This design comes from an exercise in tuning for small area, a short achievable clock period and few clock cycles per item on the open sky130 flow, not from production work. Where RTL was checked, it was by simulation tests only, not by an equivalence proof against the original. Power and IR drop assume default switching activity.

## zinc
==> flow/design.v (excerpt) <==
module pipe_prefix_adder #(
  parameter int WIDTH     = 68,
  parameter int REG_EVERY = 2,
  parameter int TAG_W     = 4,
  parameter int BLK       = 5,
  parameter int EB        = 4
) (
  input  logic             clk,
  input  logic             rst,
  input  logic             in_valid,
  output logic             in_ready,
  input  logic [WIDTH-1:0] a,
  input  logic [WIDTH-1:0] b,
  input  logic             cin,
  input  logic             op,
  input  logic [TAG_W-1:0] tag,
  output logic             out_valid,
  input  logic             out_ready,
  output logic [WIDTH-1:0] sum,
  output logic             cout,
  output logic             ovf,
  output logic             zero,
  output logic [TAG_W-1:0] tag_o
);
Settings: LEC_CHECK=0, ABC_AREA=1, CAP_MARGIN=20, CORE_MARGIN=2, CORE_UTILIZATION=40, CTS_BUF_LIST=sky130_fd_sc_hd__clkbuf_8, CTS_CLUSTER_SIZE=50, SETUP_SLACK_MARGIN=1.65, SLEW_MARGIN=20; clock period 4.5 ns.
standard.sh (not shown) runs the stock make flow with config.mk's settings and CLKGATE_MAP_FILE= SYNTH_SCRIPT=/design/flow/synth_recipe.tcl, a recipe that flattens the netlist after the stock synthesis.
==> flow/flow/run.sh <==
#!/bin/bash
# The standard layout, with two changes:
#  - synthesis skips the full/half-adder extraction (ADDER_MAP_FILE empty),
#    leaving all arithmetic to abc; it is otherwise the standard synthesis;
#  - each port gets a buf_1 as its port buffer.
set -e
export BUFFER_PORTS_ARGS="-buffer_cell sky130_fd_sc_hd__buf_1"
ADDER_MAP_FILE= bash standard.sh synth > synth.log 2>&1
bash standard.sh > standard.log 2>&1
Testbench counts of zinc, summed over its fixed seeds: cycles 24,008, items 24,000.
Changes in indigo relative to zinc:
Settings: a deleted CTS_BUF_LIST that had been sky130_fd_sc_hd__clkbuf_8; a change of SETUP_SLACK_MARGIN from 1.65 to 1.8; a deleted CTS_CLUSTER_SIZE that had been 50.
[summary]
Across indigo and zinc, the outcome is the same: a clean finish for every run.
Against zinc, indigo comes in 2.6 points higher on utilization.
Leakage component of the power deteriorates in indigo relative to zinc.
In the route summary, indigo ends up with a via count exceeding that of zinc.
Compared with zinc, in indigo worst hold slack +0.033 ns, number of buffers outside the clock class in the layout has increased.
Changes in juniper relative to indigo:
Settings: putting CTS_BUF_LIST at sky130_fd_sc_hd__clkbuf_8 where nothing was set; swapping 1.8 for 1.65 in SETUP_SLACK_MARGIN; swapping 40 for 55 in CORE_UTILIZATION.
[summary]
Diff indigo -> juniper: final clock period utilization by the worst path went up, critical path's largest stage delay increased 0.02 ns.
Against indigo, juniper comes in 0.10 ns lower on smallest setup slack after layout.
Comparing juniper and indigo, the higher met1 routed wirelength after detailed routing was measured on indigo.
Modified inputs, nickel compared to juniper
Settings: PLACE_DENSITY newly set to 0.8; CORE_UTILIZATION changed from 55 to 40; CTS_CLUSTER_SIZE newly set to 30.
Notes after the runs:
- Result for juniper and nickel: all clean
- Relative to juniper, the global-route wire length before repair of nickel is higher by about 11%.
- Delta (nickel minus juniper): count of non-CTS buffers in the layout down about 0.44%; depth of the critical timing path with buffers and inverters included down 3; horizontal extent of the die up 17%; post-layout worst setup margin up 0.020 ns.
What xenon does differently from nickel at the input level:
Settings: PLACE_DENSITY removed (was 0.8).
-- flow/flow/run.sh --
<<< nickel, line 8
ADDER_MAP_FILE= bash standard.sh synth > synth.log 2>&1
bash standard.sh > standard.log 2>&1
>>> xenon, line 8
ADDER_MAP_FILE= bash standard.sh synth > synth.log 2>&1
bash standard.sh finish RECOVER_POWER=100 > standard.log 2>&1
### Flow results
The flow for xenon finished, though final verification flagged max-capacitance violations, max-slew violations. Largest net degree at the start of global routing: lower on xenon. xenon — final period demand of the worst path 0.85 ns higher, nickel as reference. xenon improves on nickel in via count. The run with more routed wire is nickel, not xenon. Going from nickel to xenon, total non-filler cell area in the finished layout shows a reduction of 86 um2; power shows a reduction of about 1.9%. Taking nickel as the reference point, the total track usage of xenon falls by 0.68 points.

========
pipe_prefix_adder, a different RTL version from the one above (not shown whole).
Size in the first run: roughly 1200 cells after synthesis, about 89 flip-flops, ~8200 um^2 of cells after synthesis.
## pipe_prefix_adder
module pipe_prefix_adder #(
  parameter int WIDTH     = 68,
  parameter int REG_EVERY = 2,
  parameter int TAG_W     = 4,
  parameter int BLK       = 5
) (
  input  logic             clk,
  input  logic             rst,
  input  logic             in_valid,
  output logic             in_ready,
  input  logic [WIDTH-1:0] a,
  input  logic [WIDTH-1:0] b,
  input  logic             cin,
  input  logic             op,
  input  logic [TAG_W-1:0] tag,
  output logic             out_valid,
  input  logic             out_ready,
  output logic [WIDTH-1:0] sum,
  output logic             cout,
  output logic             ovf,
  output logic             zero,
  output logic [TAG_W-1:0] tag_o
);
clock: 4.5 ns
lec_check: 0
abc_area: 1
cap_margin: 20
core_margin: 2
core_utilization: 40
setup_slack_margin: 1.5
slew_margin: 20
==> flow/flow/run.sh <==
#!/bin/bash
# The standard layout, with two changes:
#  - synthesis skips the full/half-adder extraction (ADDER_MAP_FILE empty),
#    leaving all arithmetic to abc; it is otherwise the standard synthesis;
#  - each port gets a buf_1 as its port buffer.
set -e
export BUFFER_PORTS_ARGS="-buffer_cell sky130_fd_sc_hd__buf_1"
ADDER_MAP_FILE= bash standard.sh synth > synth.log 2>&1
bash standard.sh > standard.log 2>&1
Then changed:
SETUP_SLACK_MARGIN = 2.1   (was 1.5)
The new run finished with timing, DRC and antenna clean.
Utilization goes up by 9.0 points.
Final area grows by 19%.
Worst setup slack improves by 0.14 ns.
Then changed:
SETUP_SLACK_MARGIN = 1.8   (was 2.1)
What happened: The new run finished clean; clock power came out higher by 6.7%; worst hold slack hardly moves; routed wire length shrinks by 5.4%; utilization is lower by 6.7 points; combinational power decreases by 18%; setup slack gets worse by 0.020 ns; total power shrinks by 6.9%; count of clock-buffer cells in the layout is lower by 1.
Function was not checked in any run of this note: the RTL went through the layout flow alone.

========
RTL: one of the versions met above, not the one the previous note started from.
// pipe_prefix_adder
module pipe_prefix_adder #(
  parameter int WIDTH     = 68,
  parameter int REG_EVERY = 2,
  parameter int TAG_W     = 4,
  parameter int BLK       = 5,
  parameter int EB        = 4
) (
  input  logic             clk,
  input  logic             rst,
  input  logic             in_valid,
  output logic             in_ready,
  input  logic [WIDTH-1:0] a,
  input  logic [WIDTH-1:0] b,
  input  logic             cin,
  input  logic             op,
  input  logic [TAG_W-1:0] tag,
  output logic             out_valid,
  input  logic             out_ready,
  output logic [WIDTH-1:0] sum,
  output logic             cout,
  output logic             ovf,
  output logic             zero,
  output logic [TAG_W-1:0] tag_o
);
  localparam int NB  = (WIDTH + BLK - 1) / BLK;    
  localparam int TLO = (NB - 1) * BLK;             
  function automatic integer lg2(input integer v);
    integer r;
    r = 0;
    while ((1 << r) < v) r = r + 1;
    lg2 = r;
  endfunction
  logic [WIDTH-1:0] bx, p, g, s0_d;
  logic             c0;
  assign bx = op ? ~b : b;
  assign c0 = op | cin;
  assign p  = a ^ bx;
  assign g  = a & bx;
  logic [NB-1:0] eg, ep;
  logic          g_top_d;
  assign eg[0] = c0;
  assign ep[0] = 1'b0;
  for (genvar j = 0; j < NB; j++) begin : g_blk
    localparam int LO = j * BLK;
    localparam int HI = (LO + BLK < WIDTH) ? LO + BLK - 1 : WIDTH - 1;
    localparam int N  = HI - LO + 1;
    logic [N:0] lc;    
  ...
clock: 4.5 ns
lec_check: 0
abc_area: 1
cap_margin: 20
core_margin: 2
core_utilization: 40
cts_buf_list: sky130_fd_sc_hd__clkbuf_8
cts_cluster_size: 30
setup_slack_margin: 1.72
slew_margin: 20
Scripts as last shown in full above: flow/flow/run.sh
Testbench counts at the start, summed over its fixed seeds: cycles 24,008, items 24,000.
Change:
Settings changed: CTS_BUF_LIST sky130_fd_sc_hd__clkbuf_8 to unset, CTS_CLUSTER_SIZE 30 to unset, SETUP_SLACK_MARGIN 1.72 to 1.8, TNS_END_PERCENT set to 10.
After rerunning:
- worst setup slack is better by 0.053 ns
- final cell count rises by 0.77%
- worst hold slack is better by 0.033 ns
- first-iteration DRC count falls by 9.0%
- design area rises by 5.1%
- via count rises by 1.4%
- critical path depth is unchanged
Change:
--- a/flow/flow/run.sh
+++ b/flow/flow/run.sh
@@ -2 +2 @@
-# The standard layout, with two changes:
+# The standard layout, with these changes:
@@ -5 +5,3 @@
-#  - each port gets a buf_1 as its port buffer.
+#  - each port gets a buf_1 as its port buffer;
+#  - clock tree synthesis adds no dummy loads.
+# Each step's output goes to its own log in this folder.
@@ -9 +11 @@
-bash standard.sh > standard.log 2>&1
+bash standard.sh finish "CTS_ARGS=-sink_clustering_enable -repair_clock_nets -buf_list sky130_fd_sc_hd__clkbuf_8 -dont_use_dummy_load" > standard.log 2>&1
Settings changed: CTS_BUF_LIST set to sky130_fd_sc_hd__clkbuf_8, CTS_CLUSTER_SIZE set to 30, TNS_END_PERCENT 10 to unset.
After rerunning:
- The changed run finished clean
- maximum frequency stays flat
- global-route usage came out lower by 0.33 points
- core utilization decreases by 2.0 points
- final cell count came out lower by 0.94%
- worst setup slack gets worse by 0.0040 ns
- clock power is lower by 39%
- cell area fell by 4.0%
- non-clock buffer count shrinks by 9
- combinational power went down by about 3%
- die area is unchanged
- worst hold slack degrades by 0.023 ns
Change:
==> flow/flow/run.sh (replaced) <==
#!/bin/bash
# The standard layout, with two changes:
#  - synthesis skips the full/half-adder extraction (ADDER_MAP_FILE empty),
#    leaving all arithmetic to abc; it is otherwise the standard synthesis;
#  - each port gets a buf_1 as its port buffer.
set -e
export BUFFER_PORTS_ARGS="-buffer_cell sky130_fd_sc_hd__buf_1"
ADDER_MAP_FILE= bash standard.sh synth > synth.log 2>&1
bash standard.sh > standard.log 2>&1
Settings changed: CTS_BUF_LIST sky130_fd_sc_hd__clkbuf_8 to unset, CTS_CLUSTER_SIZE 30 to unset, SETUP_SLACK_MARGIN 1.8 to 1.65.
Outcome:
- wire length drops by 2.2%
- sequential share of layout area hardly moves
- critical path depth climbs by 10

==> separate check: timing with driven ports <==
The results above use ideal ports. As a check the final layouts listed here were re-extracted and re-timed, cells and wires unchanged.
Step 1 assumes that a clkbuf_16 drives the clock port and a buf_2 every other input.
Step 2 adds t to the input delays and takes it off the output delays; t is the mean of the earliest and latest rising clock arrival at the registers after step 1. Input paths then give back, and output paths get back, about the clock's delay inside the block.
a / b / c = no drivers / after step 1 / after step 2; a / b = the first two.
run | shift t [ns] | setup WS [ns] | hold slack, ns | worst setup path after step 2 | worst register clock-pin slew, ns
zinc | 0.414 | 1.841 / 1.799 / 1.476 | 0.316 / 0.293 / 0.707 | input to register | 0.09 / 0.09
indigo | 0.392 | 1.921 / 1.885 / 1.502 | 0.349 / 0.321 / 0.712 | input to register | 0.06 / 0.06
juniper | 0.405 | 1.816 / 1.735 / 1.330 | 0.316 / 0.297 / 0.703 | input to register | 0.10 / 0.10
nickel | 0.425 | 1.837 / 1.765 / 1.339 | 0.309 / 0.292 / 0.718 | input to register | 0.11 / 0.11
xenon | 0.414 | 0.989 / 0.971 / 0.556 | 0.316 / 0.293 / 0.707 | input to register | 0.09 / 0.09
the first run of note 2 | 0.385 | 1.759 / 1.724 / 1.377 | 0.347 / 0.326 / 0.711 | input to register | 0.07 / 0.07
the second run of note 2 | 0.388 | 1.897 / 1.850 / 1.462 | 0.345 / 0.322 / 0.710 | input to register | 0.07 / 0.07
the third run of note 2 | 0.391 | 1.877 / 1.834 / 1.462 | 0.348 / 0.324 / 0.715 | input to register | 0.07 / 0.07
the first run of note 3 | 0.414 | 1.839 / 1.797 / 1.477 | 0.316 / 0.293 / 0.707 | input to register | 0.09 / 0.09
the second run of note 3 | 0.391 | 1.892 / 1.845 / 1.507 | 0.349 / 0.321 / 0.712 | input to register | 0.07 / 0.07
the third run of note 3 | 0.414 | 1.888 / 1.841 / 1.478 | 0.326 / 0.299 / 0.713 | input to register | 0.09 / 0.09
the fourth run of note 3 | 0.394 | 1.835 / 1.825 / 1.443 | 0.347 / 0.319 / 0.712 | input to register | 0.07 / 0.07
The setup slack of nickel, which loses most, moves by -0.072 ns with the drivers and by -0.498 ns with both steps.
